This is an optimization exercise on Yosys and OpenROAD, whose aim is small area, a short achievable clock period and few clock cycles per item, not a production implementation.
Where RTL was checked, it was by simulation tests only, not by an equivalence proof against the original.
Power figures rest on the tool's default switching activity, not on a simulated workload.

==> ember <==
Design line_follow_steering_core, start of the top module:
module line_follow_steering_core (
   input  logic        clock,
   input  logic        reset,
   input  logic        req_valid,
   output logic        req_stall,
   input  logic [22:0] req_word,
   output logic        rsp_valid,
   input  logic        rsp_stall,
   output logic [17:0] rsp_word,
   input  logic        csr_write_en,
   input  logic [2:0]  csr_index,
   input  logic [15:0] csr_data
);
Settings: LEC_CHECK=0, CAP_MARGIN=20, CORE_MARGIN=2, CORE_UTILIZATION=40, SLEW_MARGIN=20, SYNTH_HIERARCHICAL=1; clock period 11.0 ns.
standard.sh (not shown) runs the stock make flow with config.mk's settings and CLKGATE_MAP_FILE= SYNTH_SCRIPT=/design/flow/synth_recipe.tcl, a recipe that flattens the netlist after the stock synthesis.
==> flow/flow/run.sh <==
#!/bin/bash
set -euo pipefail
MARGIN=$(cat flow/margin.txt)
bash standard.sh SETUP_SLACK_MARGIN="$MARGIN" TNS_END_PERCENT=100 \
  BUFFER_PORTS_ARGS="-buffer_cell sky130_fd_sc_hd__buf_2" finish > flow_make.log 2>&1
==> flow/flow/margin.txt <==
6
==> juniper (differences from ember) <==
==> flow/flow/run.sh (replaced) <==
#!/bin/bash
set -euo pipefail
MARGIN=$(cat flow/margin.txt)
bash standard.sh SETUP_SLACK_MARGIN="$MARGIN" TNS_END_PERCENT=100 REMOVE_ABC_BUFFERS=1 \
  BUFFER_PORTS_ARGS="-buffer_cell sky130_fd_sc_hd__buf_1" finish > flow_make.log 2>&1
==> flow/flow/margin.txt (replaced) <==
6.5
- CTS_BUF_LIST: unset -> sky130_fd_sc_hd__clkbuf_8
- CTS_CLUSTER_SIZE: unset -> 40
==> umber (differences from ember) <==
--- a/flow/design.v
+++ b/flow/design.v
@@ -1597,51 +1597,44 @@
             else if (lvl_l <= 10'd400) off0 = -11'sd10;
             else if (lvl_l < 10'd800)  off0 = '0;
             else                       off0 = 11'sd10;
          end
          default: ;
       endcase
    end
    wire signed [10:0] m0 = pd ? err0 : off0;
-   logic               sk_v, sk_vo, a_v, c_v, o_v, o_vo;
+   logic               sk_v, a_v, c_v, o_v;
    logic signed [10:0] sk_m, a_m;
    wire                stall  = o_v & rsp_stall;
    wire                accept = req_valid & ~sk_v;
    wire                new_v  = accept & emit0;
-   assign req_stall = sk_vo;
-   assign rsp_valid = o_vo;
+   assign req_stall = sk_v;
+   assign rsp_valid = o_v;
    always_ff @(posedge clock) begin
       if (reset) begin
-         sk_v  <= 1'b0;
-         sk_vo <= 1'b0;
+         sk_v <= 1'b0;
       end else if (stall) begin
-         if (new_v) begin
-            sk_v  <= 1'b1;
-            sk_vo <= 1'b1;
-         end
+         if (new_v) sk_v <= 1'b1;
       end else begin
-         sk_v  <= 1'b0;
-         sk_vo <= 1'b0;
+         sk_v <= 1'b0;
       end
    end
    always_ff @(posedge clock) begin
       if (stall && new_v) sk_m <= m0;
    end
    always_ff @(posedge clock) begin
       if (reset) begin
-         a_v  <= 1'b0;
-         c_v  <= 1'b0;
-         o_v  <= 1'b0;
-         o_vo <= 1'b0;
+         a_v <= 1'b0;
+         c_v <= 1'b0;
+         o_v <= 1'b0;
       end else if (!stall) begin
-         a_v  <= sk_v | new_v;
-         c_v  <= a_v;
-         o_v  <= c_v;
-         o_vo <= c_v;
+         a_v <= sk_v | new_v;
+         c_v <= a_v;
+         o_v <= c_v;
       end
    end
    always_ff @(posedge clock) begin
       if (!stall) a_m <= sk_v ? sk_m : m0;
    end
    logic signed [10:0] prev;
    always_ff @(posedge clock) begin
       if (reset)                    prev <= '0;
==> flow/flow/run.sh (replaced) <==
#!/bin/bash
set -euo pipefail
MARGIN=$(cat flow/margin.txt)
bash standard.sh SETUP_SLACK_MARGIN="$MARGIN" TNS_END_PERCENT=100 REMOVE_ABC_BUFFERS=1 \
  BUFFER_PORTS_ARGS="-buffer_cell sky130_fd_sc_hd__buf_1" finish > flow_make.log 2>&1
==> flow/flow/margin.txt (replaced) <==
6.8
- CORE_UTILIZATION: 40 -> 55
- CTS_BUF_LIST: unset -> sky130_fd_sc_hd__clkbuf_8
- CTS_CLUSTER_SIZE: unset -> 40
- PLACE_DENSITY: unset -> 0.7
==> run notes <==
Of umber and juniper, juniper has the higher die area (gap 27%, measured against juniper).
Maximum frequency, highest first: umber, juniper, ember.
Against umber, the first-iteration DRC count of juniper is smaller by 0.87%.
The lowest cell count belongs to umber, the highest to juniper.
Against umber, the clock power of ember is higher by about 15%.
Cell area: umber > ember > juniper.
Clock skew: umber > ember > juniper.
In umber the global-route usage is higher than in juniper, by 6.7 points.
Against ember, the register-to-register slack of umber is better by 0.62 ns.
Against umber, the power of juniper is lower by about 6.4%.
In area after synthesis, juniper and ember do not differ.
==> figures <==
quantity                                                            umber         juniper           ember
Switching Fraction                                                  45.9%           46.5%           44.9%
Reported sequential group power                                    893 uW          905 uW          913 uW
Height of the die                                                  201 um          235 um          235 um
Non-Clock Buffer Area Fraction                                      4.57%           3.19%           2.99%
Fraction of area in registers                                       20.7%           21.0%           21.0%
Top sig layer                                                        met4            met5            met4
Number of tap cells added at floorplan                                518             688             688
RD Place Congestion                                                 0.916           0.878           0.883
Worst r2r dst                                                      o_w[5]            c_nz          o_w[8]
Via count                                                          15,500          15,000          15,200
Slew margin rel.                                                    26.4%           23.3%           19.7%
Sequential cell area                                          0.00455 mm2     0.00452 mm2     0.00451 mm2
Routed wl met2                                                    25.6 mm         24.3 mm         25.3 mm
Maximum single-stage delay on the critical path                   0.52 ns         0.74 ns         0.68 ns
Clock insertion delay at the later pin of the skew report         0.51 ns         0.52 ns         0.47 ns
Net switching power of the design                                 1.68 mW         1.60 mW         1.61 mW
Sequential power share                                              24.3%           26.4%           25.5%
Vias in the first global route                                     15,600          15,300          15,500
Clock buf/inv share                                                 2.04%           1.87%           2.58%
Crit share post-route                                               37.3%           39.7%           43.0%
Run status                                                 finished clean  finished clean  finished clean
Initial antenna violation count                                         0               2               0
Origin of the worst min-delay path                                prev[3]         prev[0]         prev[2]
Testbench counts of umber, summed over its fixed seeds: cycles 19,776, items 19,200.
Function not checked in ember and juniper: the RTL went through the layout flow alone.

==> what the ideal ports hide <==
How much do the figures lean on ideal ports? The routed layouts below were timed once more, with nothing changed but the port constraints.
Step 1 assumes that a clkbuf_16 drives the clock port and a buf_2 every other input.
Step 2 times the ports against the registers' clock, not the clock port: input delays grow and output delays shrink by t, the midpoint of the rising clock arrivals with the driver on.
Slacks: ideal ports / drivers / drivers and shift; pairs: ideal ports / drivers.
run | shift t [ns] | slack for setup (ns) | worst setup path at the end | clock arrival spread, ns
ember | 0.510 | 6.274 / 6.274 / 6.274 | register to register | 0.022 / 0.021
juniper | 0.562 | 6.634 / 6.634 / 6.234 | input to register | 0.021 / 0.021
umber | 0.548 | 6.897 / 6.897 / 6.408 | input to register | 0.025 / 0.025
After both steps setup and hold are still met in every run listed. For umber, which loses most, drivers alone change the setup slack by 0.000 ns; drivers and shift together by -0.489 ns.
